Source: an optimization exercise on an open RTL-to-GDS flow (aim: small area and a short achievable clock period). Production flows keep margins and buffers that such runs may drop.
Where RTL was checked, it was by simulation tests only, not by an equivalence proof against the original.
Power and IR drop assume default switching activity.

rev 12:
==> flow/design.v <==
`timescale 1ns/1ps
module wedge_fitter (
	input logic clock,
	input logic reset,
	input logic clear_status,
	input logic [22:0] data_in,  
	input logic ds,
	output logic hold,
	input logic out_re,
	output logic [22:0] data_out,  
	output logic out_valid,
	output logic out_empty,
	input logic nocut,
	input logic [12:0] chi2cut_value,
	output logic [4:0] wedge_status  
);
	logic [22:0] H;
	logic [22:0] S [15];
	logic [4:0] i_cnt, i_cnt_next;
	logic i_empty, i_one, i_full;
	logic push_i, pop_i;
	logic [22:0] s_head;
	assign push_i = ds && !i_full;
	always_ff @(posedge clock)
	begin
		if (push_i)
		begin
			S[0] <= data_in;
			for (int k = 1; k < 15; k++)
				S[k] <= S[k-1];
		end
	end
	always_comb
	begin
		s_head = '0;
		for (int k = 0; k < 15; k++)
			s_head = s_head | (S[k] & {23{i_cnt == 5'(k + 2)}});
	end
	always_ff @(posedge clock)
	begin
		if (pop_i)
			H <= (i_empty || i_one) ? data_in : s_head;
		else if (i_empty)
			H <= data_in;
	end
	always_comb
	begin
		i_cnt_next = i_cnt;
		if (push_i && !pop_i)
			i_cnt_next = i_cnt + 5'd1;
		else if (pop_i && !push_i)
			i_cnt_next = i_cnt - 5'd1;
	end
	always_ff @(posedge clock)
	begin
		if (reset)
		begin
			i_cnt <= '0;
			i_empty <= 1'b1;
			i_one <= 1'b0;
			i_full <= 1'b0;
			hold <= 1'b0;
		end
		else
		begin
			i_cnt <= i_cnt_next;
			i_empty <= (i_cnt_next == 5'd0);
			i_one <= (i_cnt_next == 5'd1);
			i_full <= (i_cnt_next == 5'd16);
			hold <= (i_cnt_next >= 5'd12);
		end
	end
	localparam logic [1:0] C_IDLE = 2'd0, C_ROAD = 2'd1, C_WAIT = 2'd2;
	logic [1:0] c_state, c_state_next;
	logic w_ee, w_ep;
	logic t_empty, t_full;
	logic f_idle;
	logic dv;  
	logic drained;
	logic start_road, cand_valid, handoff, invalid_road;
	assign w_ee = H[22];
	assign w_ep = H[21];
	assign drained = t_empty && f_idle && !dv;
	always_comb
	begin
		c_state_next = c_state;
		pop_i = 1'b0;
		start_road = 1'b0;
		cand_valid = 1'b0;
		handoff = 1'b0;
		invalid_road = 1'b0;
		case (c_state)
			C_IDLE:
			begin
				if (!i_empty && w_ee)
					c_state_next = C_WAIT;
				else if (!i_empty && !t_full)
				begin
					pop_i = 1'b1;
					if (w_ep)
						invalid_road = 1'b1;
					else
					begin
						start_road = 1'b1;
						c_state_next = C_ROAD;
					end
				end
			end
			C_ROAD:
			begin
				if (!i_empty && w_ee)
				begin
					invalid_road = 1'b1;
					c_state_next = C_WAIT;
				end
				else if (!i_empty && !t_full)
				begin
					pop_i = 1'b1;
					cand_valid = 1'b1;
					if (w_ep)
						c_state_next = C_IDLE;
				end
			end
			C_WAIT:
			begin
				if (!i_empty && drained)
				begin
					handoff = 1'b1;
					pop_i = 1'b1;
					c_state_next = C_IDLE;
				end
			end
			default: c_state_next = C_IDLE;
		endcase
	end
	always_ff @(posedge clock)
	begin
		if (reset)
			c_state <= C_IDLE;
		else
			c_state <= c_state_next;
	end
	logic [20:0] cur_road;
	logic cur_par;
	logic [12:0] best_chisq;
	logic [7:0] best_track;
	logic best_par;
	logic have_cand;
	logic take;
	logic par_h;
	logic pass_r;
	logic tpar_r;
	assign par_h = ^H[20:0];
	assign take = !have_cand || (H[20:8] < best_chisq);
	always_ff @(posedge clock)
	begin
		if (start_road)
		begin
			cur_road <= H[20:0];
			cur_par <= par_h;
		end
		if (cand_valid && take)
		begin
			best_chisq <= H[20:8];
			best_track <= H[7:0];
			best_par <= par_h;
		end
		if (cand_valid && w_ep)
		begin
			pass_r <= nocut || (take ? (H[20:8] <= chi2cut_value) : (best_chisq <= chi2cut_value));
			tpar_r <= !(cur_par ^ (take ? par_h : best_par));
		end
	end
	always_ff @(posedge clock)
	begin
		if (reset)
		begin
			have_cand <= 1'b0;
			dv <= 1'b0;
		end
		else
		begin
			dv <= cand_valid && w_ep;
			if (start_road)
				have_cand <= 1'b0;
			else if (cand_valid)
				have_cand <= 1'b1;
		end
	end
	logic [20:0] T_road [8];
	logic [20:0] T_fit [8];
	logic [3:0] t_cnt, t_cnt_next;
	logic t_push, t_pop;
	assign t_push = dv && pass_r;
	always_ff @(posedge clock)
	begin
		if (t_push)
		begin
			T_road[0] <= cur_road;
			T_fit[0] <= {best_chisq, best_track};
			for (int k = 1; k < 8; k++)
			begin
				T_road[k] <= T_road[k-1];
				T_fit[k] <= T_fit[k-1];
			end
		end
	end
	always_comb
	begin
		t_cnt_next = t_cnt;
		if (t_push && !t_pop)
			t_cnt_next = t_cnt + 4'd1;
		else if (t_pop && !t_push)
			t_cnt_next = t_cnt - 4'd1;
	end
	always_ff @(posedge clock)
	begin
		if (reset)
		begin
			t_cnt <= '0;
			t_empty <= 1'b1;
			t_full <= 1'b0;
		end
		else
		begin
			t_cnt <= t_cnt_next;
			t_empty <= (t_cnt_next == 4'd0);
			t_full <= (t_cnt_next == 4'd8);
		end
	end
	logic acc;
	logic [21:0] ee_hold;  
	always_ff @(posedge clock)
	begin
		if (reset || handoff)
			acc <= 1'b0;
		else if (t_push)
			acc <= acc ^ tpar_r;
	end
	always_ff @(posedge clock)
	begin
		if (handoff)
			ee_hold <= {H[21:9], acc, H[7:0]};
	end
	localparam logic [1:0] F_IDLE = 2'd0, F_TRK = 2'd1, F_EE = 2'd2;
	logic [1:0] f_state, f_state_next;
	logic o_full, o_empty;
	logic o_push, o_pop;
	logic [22:0] out_word;
	assign f_idle = (f_state == F_IDLE);
	always_comb
	begin
		f_state_next = f_state;
		o_push = 1'b0;
		t_pop = 1'b0;
		case (f_state)
			F_IDLE:
			begin
				if (!t_empty)
				begin
					if (!o_full)
					begin
						o_push = 1'b1;
						f_state_next = F_TRK;
					end
				end
				else if (handoff)
					f_state_next = F_EE;
			end
			F_TRK:
			begin
				if (!o_full)
				begin
					o_push = 1'b1;
					t_pop = 1'b1;
					f_state_next = F_IDLE;
				end
			end
			F_EE:
			begin
				if (!o_full)
				begin
					o_push = 1'b1;
					f_state_next = F_IDLE;
				end
			end
			default: f_state_next = F_IDLE;
		endcase
	end
	always_ff @(posedge clock)
	begin
		if (reset)
			f_state <= F_IDLE;
		else
			f_state <= f_state_next;
	end
	logic [7:0] sel_road, sel_fit;
	logic sel_ee;
	logic [20:0] t_head;
	always_ff @(posedge clock)
	begin
		for (int k = 0; k < 8; k++)
		begin
			sel_road[k] <= !reset && f_state_next == F_IDLE && t_cnt_next == 4'(k + 1);
			sel_fit[k] <= !reset && f_state_next == F_TRK && t_cnt_next == 4'(k + 1);
		end
		sel_ee <= !reset && f_state_next == F_EE;
	end
	always_comb
	begin
		t_head = '0;
		for (int k = 0; k < 8; k++)
			t_head = t_head | (T_road[k] & {21{sel_road[k]}}) | (T_fit[k] & {21{sel_fit[k]}});
		out_word = {sel_ee, sel_ee ? ee_hold[21] : (f_state == F_TRK), t_head | (ee_hold[20:0] & {21{sel_ee}})};
	end
	logic [22:0] O [16];
	logic [4:0] o_cnt, o_cnt_next;
	logic [22:0] o_head;
	assign o_pop = out_re && !o_empty;
	always_ff @(posedge clock)
	begin
		if (o_push)
		begin
			O[0] <= out_word;
			for (int k = 1; k < 16; k++)
				O[k] <= O[k-1];
		end
	end
	always_comb
	begin
		o_cnt_next = o_cnt;
		if (o_push && !o_pop)
			o_cnt_next = o_cnt + 5'd1;
		else if (o_pop && !o_push)
			o_cnt_next = o_cnt - 5'd1;
	end
	always_ff @(posedge clock)
	begin
		if (reset)
		begin
			o_cnt <= '0;
			o_empty <= 1'b1;
			o_full <= 1'b0;
			out_valid <= 1'b0;
		end
		else
		begin
			o_cnt <= o_cnt_next;
			o_empty <= (o_cnt_next == 5'd0);
			o_full <= (o_cnt_next == 5'd16);
			out_valid <= o_pop;
		end
	end
	always_comb
	begin
		o_head = '0;
		for (int k = 0; k < 16; k++)
			o_head = o_head | (O[k] & {23{o_cnt == 5'(k + 1)}});
	end
	always_ff @(posedge clock)
	begin
		data_out <= o_head;
	end
	assign out_empty = o_empty;
	logic in_ovf_seen, invalid_seen;
	always_ff @(posedge clock)
	begin
		if (clear_status || reset)
		begin
			in_ovf_seen <= 1'b0;
			invalid_seen <= 1'b0;
		end
		else
		begin
			in_ovf_seen <= in_ovf_seen | (ds && i_full);
			invalid_seen <= invalid_seen | invalid_road;
		end
	end
	assign wedge_status = {in_ovf_seen, 1'b0, invalid_seen, i_empty, o_empty};
endmodule
==> flow/config.mk <==
export PLATFORM = sky130hd
export DESIGN_NAME = wedge_fitter
export DESIGN_NICKNAME = wedge_fitter
export VERILOG_FILES = /design/flow/design.v
export SDC_FILE = /design/flow/constraint.sdc
export NUM_CORES = 4
export LEC_CHECK = 0
export CAP_MARGIN = 5
export CORE_MARGIN = 2
export CORE_UTILIZATION = 70
export CTS_BUF_LIST = sky130_fd_sc_hd__clkbuf_16
export CTS_CLUSTER_DIAMETER = 60
export CTS_CLUSTER_SIZE = 30
export SETUP_SLACK_MARGIN = 4.2
export SLEW_MARGIN = 5
==> flow/constraint.sdc <==
create_clock -name core_clock -period 6.5 [get_ports {clock}]
set_input_delay 1.3000 -clock core_clock [delete_from_list [all_inputs] [get_ports {clock}]]
set_output_delay 1.3000 -clock core_clock [all_outputs]
set_load 0.01 [all_outputs]
run.sh (not shown) runs the stock make flow with config.mk's settings and CLKGATE_MAP_FILE= SYNTH_SCRIPT=/design/flow/synth_recipe.tcl, a recipe that flattens the netlist after the stock synthesis.
For rev 13, these inputs were changed with respect to rev 12:
--- a/flow/design.v
+++ b/flow/design.v
@@ -16,9 +16,9 @@
 );
 	logic [22:0] H;
 	logic [22:0] S [15];
 	logic [4:0] i_cnt, i_cnt_next;
-	logic i_empty, i_one, i_full;
+	logic i_empty, i_has, i_one, i_full;  
 	logic push_i, pop_i;
 	logic [22:0] s_head;
 	assign push_i = ds && !i_full;
 	always_ff @(posedge clock)
@@ -38,10 +38,10 @@
 	end
 	always_ff @(posedge clock)
 	begin
 		if (pop_i)
-			H <= (i_empty || i_one) ? data_in : s_head;
-		else if (i_empty)
+			H <= (!i_has || i_one) ? data_in : s_head;
+		else if (!i_has)
 			H <= data_in;
 	end
 	always_comb
 	begin
@@ -56,16 +56,18 @@
 		if (reset)
 		begin
 			i_cnt <= '0;
 			i_empty <= 1'b1;
+			i_has <= 1'b0;
 			i_one <= 1'b0;
 			i_full <= 1'b0;
 			hold <= 1'b0;
 		end
 		else
 		begin
 			i_cnt <= i_cnt_next;
 			i_empty <= (i_cnt_next == 5'd0);
+			i_has <= (i_cnt_next != 5'd0);
 			i_one <= (i_cnt_next == 5'd1);
 			i_full <= (i_cnt_next == 5'd16);
 			hold <= (i_cnt_next >= 5'd12);
 		end
@@ -91,11 +93,11 @@
 		invalid_road = 1'b0;
 		case (c_state)
 			C_IDLE:
 			begin
-				if (!i_empty && w_ee)
+				if (i_has && w_ee)
 					c_state_next = C_WAIT;
-				else if (!i_empty && !t_full)
+				else if (i_has && !t_full)
 				begin
 					pop_i = 1'b1;
 					if (w_ep)
 						invalid_road = 1'b1;
@@ -107,14 +109,14 @@
 				end
 			end
 			C_ROAD:
 			begin
-				if (!i_empty && w_ee)
+				if (i_has && w_ee)
 				begin
 					invalid_road = 1'b1;
 					c_state_next = C_WAIT;
 				end
-				else if (!i_empty && !t_full)
+				else if (i_has && !t_full)
 				begin
 					pop_i = 1'b1;
 					cand_valid = 1'b1;
 					if (w_ep)
@@ -122,9 +124,9 @@
 				end
 			end
 			C_WAIT:
 			begin
-				if (!i_empty && drained)
+				if (i_has && drained)
 				begin
 					handoff = 1'b1;
 					pop_i = 1'b1;
 					c_state_next = C_IDLE;
@@ -243,9 +245,9 @@
 			ee_hold <= {H[21:9], acc, H[7:0]};
 	end
 	localparam logic [1:0] F_IDLE = 2'd0, F_TRK = 2'd1, F_EE = 2'd2;
 	logic [1:0] f_state, f_state_next;
-	logic o_full, o_empty;
+	logic o_full, o_empty, o_has;  
 	logic o_push, o_pop;
 	logic [22:0] out_word;
 	assign f_idle = (f_state == F_IDLE);
 	always_comb
@@ -315,9 +317,9 @@
 	end
 	logic [22:0] O [16];
 	logic [4:0] o_cnt, o_cnt_next;
 	logic [22:0] o_head;
-	assign o_pop = out_re && !o_empty;
+	assign o_pop = out_re && o_has;
 	always_ff @(posedge clock)
 	begin
 		if (o_push)
 		begin
@@ -339,15 +341,17 @@
 		if (reset)
 		begin
 			o_cnt <= '0;
 			o_empty <= 1'b1;
+			o_has <= 1'b0;
 			o_full <= 1'b0;
 			out_valid <= 1'b0;
 		end
 		else
 		begin
 			o_cnt <= o_cnt_next;
 			o_empty <= (o_cnt_next == 5'd0);
+			o_has <= (o_cnt_next != 5'd0);
 			o_full <= (o_cnt_next == 5'd16);
 			out_valid <= o_pop;
 		end
 	end
Rev 13: all stages complete, timing, DRC and antenna checks passed. Rev 12: full flow OK, the timing, design-rule and antenna checks passed. Total power draw, rev 13 and rev 12: larger value in rev 13. The layout-stage area growth over the synthesis result of rev 12 and that of rev 13 are within noise of each other. Changes observed in rev 13 relative to rev 12: wire length of the first global-routing pass picked up an extra about 1.2%; average wire per cell in the routed design neither gained nor lost much. Final instance area was higher in the run labelled rev 13. Compared with rev 12, rev 13 instantiates a larger number of cells. Relative to rev 12, clock skew has increased by 0.019 ns in rev 13. Worst setup slack delta for rev 13 relative to rev 12: 0.0095 ns higher.
The RTL of rev 13 was laid out without a check of its function.

-- afterwards: timing with drivers on the ports --
The flow's constraints put no driver on any port. The routed layouts listed below were extracted and timed again, unchanged, in two steps. Step 1 (the two cells are an assumption about what drives the block):
set clk [get_ports {clock}]
set_driving_cell -lib_cell sky130_fd_sc_hd__clkbuf_16 $clk
set_driving_cell -lib_cell sky130_fd_sc_hd__buf_2 [delete_from_list [all_inputs] $clk]
Step 2, shift: input delay + t, output delay - t, t = (earliest + latest rising clock arrival at the registers) / 2. This alone moves slack from input paths to output paths. Slacks: ideal / step 1 / step 2; pairs: ideal / step 1.
run | t (ns) | setup slack, ns | hold slack, ns | cell pins on the clock port's net
rev 12 | 0.737 | 4.037 / 3.970 / 3.480 | 0.415 / 0.415 / 0.415 | 1
rev 13 | 0.731 | 4.047 / 3.982 / 3.545 | 0.423 / 0.423 / 0.423 | 1
After both steps setup and hold are still met in every run listed. The setup slack of rev 12, which loses most, moves by -0.067 ns with the drivers and by -0.557 ns with both steps.
